Context: an optimization exercise on an open-source flow, tuned for small area. The choices shown serve that exercise and are no tape-out recipe. Function was checked by simulation only, so behaviour that the tests miss may differ from the original. Power is estimated from default activity; no workload was simulated.

==> inputs of v30 <==
==> flow/design.v <==
`default_nettype none
package decodePkg;
    typedef enum logic [5:0] {
        opSpecial = 6'b000000,  
        opRegimm  = 6'b000001,  
        opJ       = 6'b000010,
        opBeq     = 6'b000100,
        opBne     = 6'b000101,
        opBlez    = 6'b000110,
        opBgtz    = 6'b000111,
        opAddiu   = 6'b001001,
        opSlti    = 6'b001010,
        opOri     = 6'b001101,
        opLui     = 6'b001111,
        opLw      = 6'b100011,
        opSw      = 6'b101011
    } opcode_e;
    typedef struct packed {
        logic regWe;    
        logic iType;
        logic rType;
        logic jType;    
        logic memWe;    
        logic memWb;    
        logic illegal;
    } ctrl_t;
    typedef struct packed {
        logic                       writeEnable;
        logic [5-1:0] rd;
        logic [32-1:0]     data;
    } regWrite_t;
    typedef struct packed {
        logic [32-1:0]     pc;
        logic [32-1:0]     ir;
        logic [5-1:0] rd;
        ctrl_t                      ctrl;
    } idEx_t;
endpackage
`default_nettype wire
`default_nettype none
`timescale 1ns/10ps
import decodePkg::*;
module regFile (
    input  logic                            clock,
    input  logic                            arstN,
    input  logic      [5-1:0] rsAddr,
    input  logic      [5-1:0] rtAddr,
    input  decodePkg::regWrite_t                writeBack,
    output logic      [32-1:0]     rsData,
    output logic      [32-1:0]     rtData
);
    logic [32-1:0] regs [32];
    function automatic logic [32-1:0] readPort(
        input logic [5-1:0] addr
    );
        logic [32-1:0] value;
        if (addr == '0)
            value = '0;                  
        else if (writeBack.writeEnable && writeBack.rd == addr)
            value = writeBack.data;      
        else
            value = regs[addr];
        readPort = value;
    endfunction
    always_ff @(posedge clock or negedge arstN)
    begin
        if (!arstN)
        begin
            for (int i = 0; i < 32; i++)
                regs[i] <= '0;
            rsData <= '0;
            rtData <= '0;
        end
        else
        begin
            if (writeBack.writeEnable && writeBack.rd != '0)
                regs[writeBack.rd] <= writeBack.data;
            rsData <= readPort(rsAddr);
            rtData <= readPort(rtAddr);
        end
    end
endmodule
`default_nettype wire
`default_nettype none
`timescale 1ns/10ps
import decodePkg::*;
module controlDecoder (
    input  decodePkg::opcode_e                  opcode,
    input  logic      [5-1:0] rt,
    input  logic                            insnValid,
    input  logic      [32-1:0]     insn,
    output decodePkg::ctrl_t                     ctrl
);
    logic isNop;
    assign isNop = !insnValid || (insn == '0);
    always_comb
    begin
        ctrl = '0;
        if (!isNop)
        begin
            case (opcode)
                opSpecial:
                begin
                    ctrl.rType = 1'b1;
                    ctrl.regWe = 1'b1;
                end
                opAddiu, opSlti, opOri, opLui:
                begin
                    ctrl.iType = 1'b1;
                    ctrl.regWe = 1'b1;
                end
                opLw:
                begin
                    ctrl.iType = 1'b1;
                    ctrl.regWe = 1'b1;
                    ctrl.memWb = 1'b1;   
                end
                opSw:
                begin
                    ctrl.iType = 1'b1;
                    ctrl.memWe = 1'b1;
                end
                opJ, opBeq, opBne, opBlez, opBgtz:
                begin
                    ctrl.jType = 1'b1;
                end
                opRegimm:
                begin
                    if (rt == 5'd0 || rt == 5'd1)
                        ctrl.jType = 1'b1;
                    else
                        ctrl.illegal = 1'b1;
                end
                default:
                begin
                    ctrl.illegal = 1'b1;     
                end
            endcase
        end
    end
endmodule
`default_nettype wire
`default_nettype none
`timescale 1ns/10ps
import decodePkg::*;
module decodeStage (
    input  logic                        clock,
    input  logic                        arstN,
    input  logic      [32-1:0] insn,
    input  logic      [32-1:0] pc,
    input  logic                        insnValid,
    input  decodePkg::regWrite_t            writeBack,
    output decodePkg::idEx_t                 idEx,
    output logic      [32-1:0] rsData,
    output logic      [32-1:0] rtData
);
    decodePkg::opcode_e                  opcode;
    logic [5-1:0] rsField;
    logic [5-1:0] rtField;
    logic [5-1:0] rdField;
    decodePkg::ctrl_t decodedCtrl;
    assign opcode  = decodePkg::opcode_e'(insn[31:26]);
    assign rsField = insn[25:21];
    assign rtField = insn[20:16];
    assign rdField = insn[15:11];
    regFile i_regFile (
        .clock     (clock),
        .arstN     (arstN),
        .rsAddr    (rsField),
        .rtAddr    (rtField),
        .writeBack (writeBack),
        .rsData    (rsData),
        .rtData    (rtData)
    );
    controlDecoder i_controlDecoder (
        .opcode    (opcode),
        .rt        (rtField),
        .insnValid (insnValid),
        .insn      (insn),
        .ctrl      (decodedCtrl)
    );
    always_ff @(posedge clock or negedge arstN)
    begin
        if (!arstN)
        begin
            idEx <= '0;
        end
        else
        begin
            idEx.pc   <= pc;
            idEx.ir   <= insn;
            idEx.rd   <= rdField;
            idEx.ctrl <= decodedCtrl;
        end
    end
endmodule
`default_nettype wire
==> flow/run.sh <==
#!/bin/bash
# synth_recipe.tcl (not shown) runs the flow's synth.tcl, then flattens the netlist and writes it again
# the make line also repeats each setting of config.mk as NAME=value (left out here)
make -C /OpenROAD-flow-scripts/flow DESIGN_CONFIG=/design/flow/config.mk WORK_HOME=/design/flow/orfs CLKGATE_MAP_FILE= SYNTH_SCRIPT=/design/flow/synth_recipe.tcl finish
==> flow/config.mk <==
export PLATFORM = sky130hd
export DESIGN_NAME = decodeStage
export DESIGN_NICKNAME = decodeStage
export VERILOG_FILES = /design/flow/design.v
export SDC_FILE = /design/flow/constraint.sdc
export NUM_CORES = 4
export LEC_CHECK = 0
export CAP_MARGIN = 20
export CORE_MARGIN = 2
export CORE_UTILIZATION = 40
export SLEW_MARGIN = 20
==> flow/constraint.sdc <==
create_clock -name core_clock -period 4.0 [get_ports {clock}]
set_input_delay 0.8000 -clock core_clock [delete_from_list [all_inputs] [get_ports {clock}]]
set_output_delay 0.8000 -clock core_clock [all_outputs]
set_load 0.01 [all_outputs]
==> v15: changes against v30 <==
--- a/flow/design.v
+++ b/flow/design.v
@@ -42,2 +42,134 @@
 import decodePkg::*;
+module rfAnd2 (
+    input  logic a, b,
+    output logic y
+);
+    assign y = a && b;
+endmodule
+module rfAnd3 (
+    input  logic a, b, c,
+    output logic y
+);
+    assign y = a && b && c;
+endmodule
+module regReadSel (
+    input  logic [5-1:0] addr,
+    input  logic                       writeEnable,
+    input  logic [5-1:0] writeAddr,
+    input  logic [32-1:1]       readable,
+    output logic [32-1:0]       sel
+);
+    logic [3:0] lo;      
+    logic [7:0] hi;      
+    always_comb
+    begin
+        for (int k = 0; k < 4; k++)
+            lo[k] = (addr[1:0] == k);
+        for (int j = 0; j < 8; j++)
+            hi[j] = (addr[4:2] == j);
+    end
+    assign sel[0] = writeEnable && (writeAddr == addr) && (addr != '0);
+    for (genvar i = 1; i < 32; i++)
+    begin : g_sel
+        rfAnd3 i_and (
+            .a (lo[i % 4]),
+            .b (hi[i / 4]),
+            .c (readable[i]),
+            .y (sel[i])
+        );
+    end
+endmodule
+module regWriteSel (
+    input  logic                       writeEnable,
+    input  logic [5-1:0] writeAddr,
+    output logic [32-1:1]       sel
+);
+    logic [3:0] lo;      
+    logic [7:0] hi;      
+    always_comb
+    begin
+        for (int k = 0; k < 4; k++)
+            lo[k] = (writeAddr[1:0] == k);
+        for (int j = 0; j < 8; j++)
+            hi[j] = (writeAddr[4:2] == j) && writeEnable;
+    end
+    for (genvar i = 1; i < 32; i++)
+    begin : g_sel
+        rfAnd2 i_and (
+            .a (lo[i % 4]),
+            .b (hi[i / 4]),
+            .y (sel[i])
+        );
+    end
+endmodule
+module rfAoi222 (
+    input  logic a0, b0, a1, b1, a2, b2,
+    output logic y
+);
+    assign y = !((a0 && b0) || (a1 && b1) || (a2 && b2));
+endmodule
+module rfNand2Ao22 (
+    input  logic t0, t1,
+    input  logic a0, b0, a1, b1,
+    output logic y
+);
+    assign y = !(t0 && t1 && !((a0 && b0) || (a1 && b1)));
+endmodule
+module rfNand4 (
+    input  logic a, b, c, d,
+    output logic y
+);
+    assign y = !(a && b && c && d);
+endmodule
+module rfOr3 (
+    input  logic a, b, c,
+    output logic y
+);
+    assign y = a || b || c;
+endmodule
+module regReadBit (
+    input  logic [32-1:0] sel,
+    input  logic [32-1:0] in,
+    output logic                 out
+);
+    logic [9:0]  term;
+    logic [2:0]  part;
+    for (genvar g = 0; g < 10; g++)
+    begin : g_aoi
+        rfAoi222 i_aoi (
+            .a0 (sel[3*g]),   .b0 (in[3*g]),
+            .a1 (sel[3*g+1]), .b1 (in[3*g+1]),
+            .a2 (sel[3*g+2]), .b2 (in[3*g+2]),
+            .y  (term[g])
+        );
+    end
+    rfNand4 i_nand0 (.a(term[0]), .b(term[1]), .c(term[2]), .d(term[3]), .y(part[0]));
+    rfNand4 i_nand1 (.a(term[4]), .b(term[5]), .c(term[6]), .d(term[7]), .y(part[1]));
+    rfNand2Ao22 i_nand2 (
+        .t0 (term[8]),  .t1 (term[9]),
+        .a0 (sel[30]),  .b0 (in[30]),
+        .a1 (sel[31]),  .b1 (in[31]),
+        .y  (part[2])
+    );
+    rfOr3   i_or    (.a(part[0]), .b(part[1]), .c(part[2]), .y(out));
+endmodule
+module regReadMux (
+    input  logic [32-1:0]                      sel,
+    input  logic [32-1:0][32-1:0]     in,
+    output logic [32-1:0]                    out
+);
+    for (genvar b = 0; b < 32; b++)
+    begin : g_bit
+        logic [32-1:0] column;
+        for (genvar i = 0; i < 32; i++)
+        begin : g_col
+            assign column[i] = in[i][b];
+        end
+        regReadBit i_bit (
+            .sel (sel),
+            .in  (column),
+            .out (out[b])
+        );
+    end
+endmodule
 module regFile (
@@ -51,15 +183,45 @@
 );
-    logic [32-1:0] regs [32];
-    function automatic logic [32-1:0] readPort(
-        input logic [5-1:0] addr
-    );
-        logic [32-1:0] value;
-        if (addr == '0)
-            value = '0;                  
-        else if (writeBack.writeEnable && writeBack.rd == addr)
-            value = writeBack.data;      
-        else
-            value = regs[addr];
-        readPort = value;
-    endfunction
+    logic [32-1:0][32-1:0] regs;
+    logic [32-1:1]   valid;
+    logic [32-1:1]   wrSel;
+    logic [32-1:1]   readable;
+    logic [32-1:0]   rsSel, rtSel;
+    logic [32-1:0] rsNext, rtNext;
+    regWriteSel i_wrSel (
+        .writeEnable (writeBack.writeEnable),
+        .writeAddr   (writeBack.rd),
+        .sel         (wrSel)
+    );
+    assign readable = valid & ~wrSel;
+    assign regs[0] = writeBack.data;
+    regReadSel i_rsSel (
+        .addr        (rsAddr),
+        .writeEnable (writeBack.writeEnable),
+        .writeAddr   (writeBack.rd),
+        .readable    (readable),
+        .sel         (rsSel)
+    );
+    regReadSel i_rtSel (
+        .addr        (rtAddr),
+        .writeEnable (writeBack.writeEnable),
+        .writeAddr   (writeBack.rd),
+        .readable    (readable),
+        .sel         (rtSel)
+    );
+    regReadMux i_rsMux (
+        .sel (rsSel),
+        .in  (regs),
+        .out (rsNext)
+    );
+    regReadMux i_rtMux (
+        .sel (rtSel),
+        .in  (regs),
+        .out (rtNext)
+    );
+    always_ff @(posedge clock)
+    begin
+        for (int i = 1; i < 32; i++)
+            if (wrSel[i])
+                regs[i] <= writeBack.data;
+    end
     always_ff @(posedge clock or negedge arstN)
@@ -68,4 +230,3 @@
         begin
-            for (int i = 0; i < 32; i++)
-                regs[i] <= '0;
+            valid  <= '0;
             rsData <= '0;
@@ -75,6 +236,5 @@
         begin
-            if (writeBack.writeEnable && writeBack.rd != '0)
-                regs[writeBack.rd] <= writeBack.data;
-            rsData <= readPort(rsAddr);
-            rtData <= readPort(rtAddr);
+            valid  <= valid | wrSel;
+            rsData <= rsNext;
+            rtData <= rtNext;
         end
==> flow/flow/run.sh (new file) <==
#!/bin/bash
set -uo pipefail
bash standard.sh \
    "BUFFER_PORTS_ARGS=-buffer_cell sky130_fd_sc_hd__buf_1" \
    "CTS_ARGS=-sink_clustering_enable -repair_clock_nets -sink_clustering_size 16 -sink_clustering_max_diameter 50 -buf_list sky130_fd_sc_hd__clkbuf_8 -dont_use_dummy_load" \
    finish > flow_make.log 2>&1
status=$?
tail -20 flow_make.log
exit $status
==> flow/standard.sh (new file) <==
#!/bin/bash
# synth_recipe.tcl (not shown) runs the flow's synth.tcl, then flattens the netlist and writes it again
# the make line also repeats each setting of config.mk as NAME=value (left out here)
make -C /OpenROAD-flow-scripts/flow DESIGN_CONFIG=/design/flow/config.mk WORK_HOME=/design/flow/orfs CLKGATE_MAP_FILE= SYNTH_SCRIPT=/design/flow/synth_recipe.tcl "${@:-finish}"
- CORE_UTILIZATION: 40 -> 60
- CTS_BUF_LIST: not set -> sky130_fd_sc_hd__clkbuf_8
- CTS_CLUSTER_DIAMETER: not set -> 50
- CTS_CLUSTER_SIZE: not set -> 16
- SYNTH_HIERARCHICAL: not set -> 1
removed: flow/run.sh
==> summary of the runs <==
v30 ran to the end with no violations. v15 ran to the end with no violations. Between v30 and v15, the lower worst setup slack is in v30 (gap 0.19 ns). Synthesized area: v30 is larger than v15 (24%). Of v30 and v15, v30 has the higher hold slack (gap 0.34 ns). Between v15 and v30, the lower non-clock buffer count is in v15 (gap 271). Between v15 and v30, the lower maximum frequency is in v30 (gap about 6%, measured against v30). Register-to-register slack: v30 is higher than v15 (0.11 ns).
==> figures <==
Highest clock rate: v30 294.1 MHz; v15 311.7 MHz
Logic depth of the worst path, buffers included: v30 9; v15 10
Outcome: v30 timing/DRC/antenna clean; v15 timing/DRC/antenna clean
Flip-flop and latch share of the layout cell area: v30 42.05%; v15 68.49%
GP Congestion: v30 1.061; v15 0.9817
Number of combinational gates with multiple inputs: v30 3075; v15 1212
Clock latency on the worst-skew pair: v30 0.83 ns; v15 0.77 ns
Gate power share: v30 14.3%; v15 7.3%
Area of the die: v30 140200 um2; v15 75850 um2
Metal-1 WL: v30 110100 um; v15 51390 um
H-Tree Level Count: v30 4; v15 3
Combined area of the multi-input logic cells: v30 25350 um2; v15 10180 um2
Worst reg2reg path startpoint: v30 i_regFile.regs[8][28]; v15 i_regFile.valid[7]
Data required time at the worst endpoint: v30 4.68 ns; v15 4.61 ns

what the ideal ports hide:
In the flow no input, the clock included, has a driving cell. The finished layouts below were timed again as built, in two steps. Step 1 assumes that a clkbuf_16 drives the clock port and a buf_2 every other input. Step 2 adds t to the input delays and takes it off the output delays; t is the mean of the earliest and latest rising clock arrival at the registers after step 1. Input paths then give back, and output paths get back, about the clock's delay inside the block. Slacks: ideal / step 1 / step 2; pairs: ideal / step 1.
run | t, ns | setup slack, ns | latest minus earliest clock arrival (ns) | slew at the worst register clock pin (ns)
v30 | 0.891 | 0.600 / 0.659 / -0.233 | 0.052 / 0.051 | 0.07 / 0.07
v15 | 0.790 | 0.791 / 0.832 / 0.042 | 0.099 / 0.100 | 0.11 / 0.11
Met with ideal ports but missed after step 2: setup timing in v30. The setup slack of v30, which loses most, moves by +0.059 ns with the drivers and by -0.833 ns with both steps.
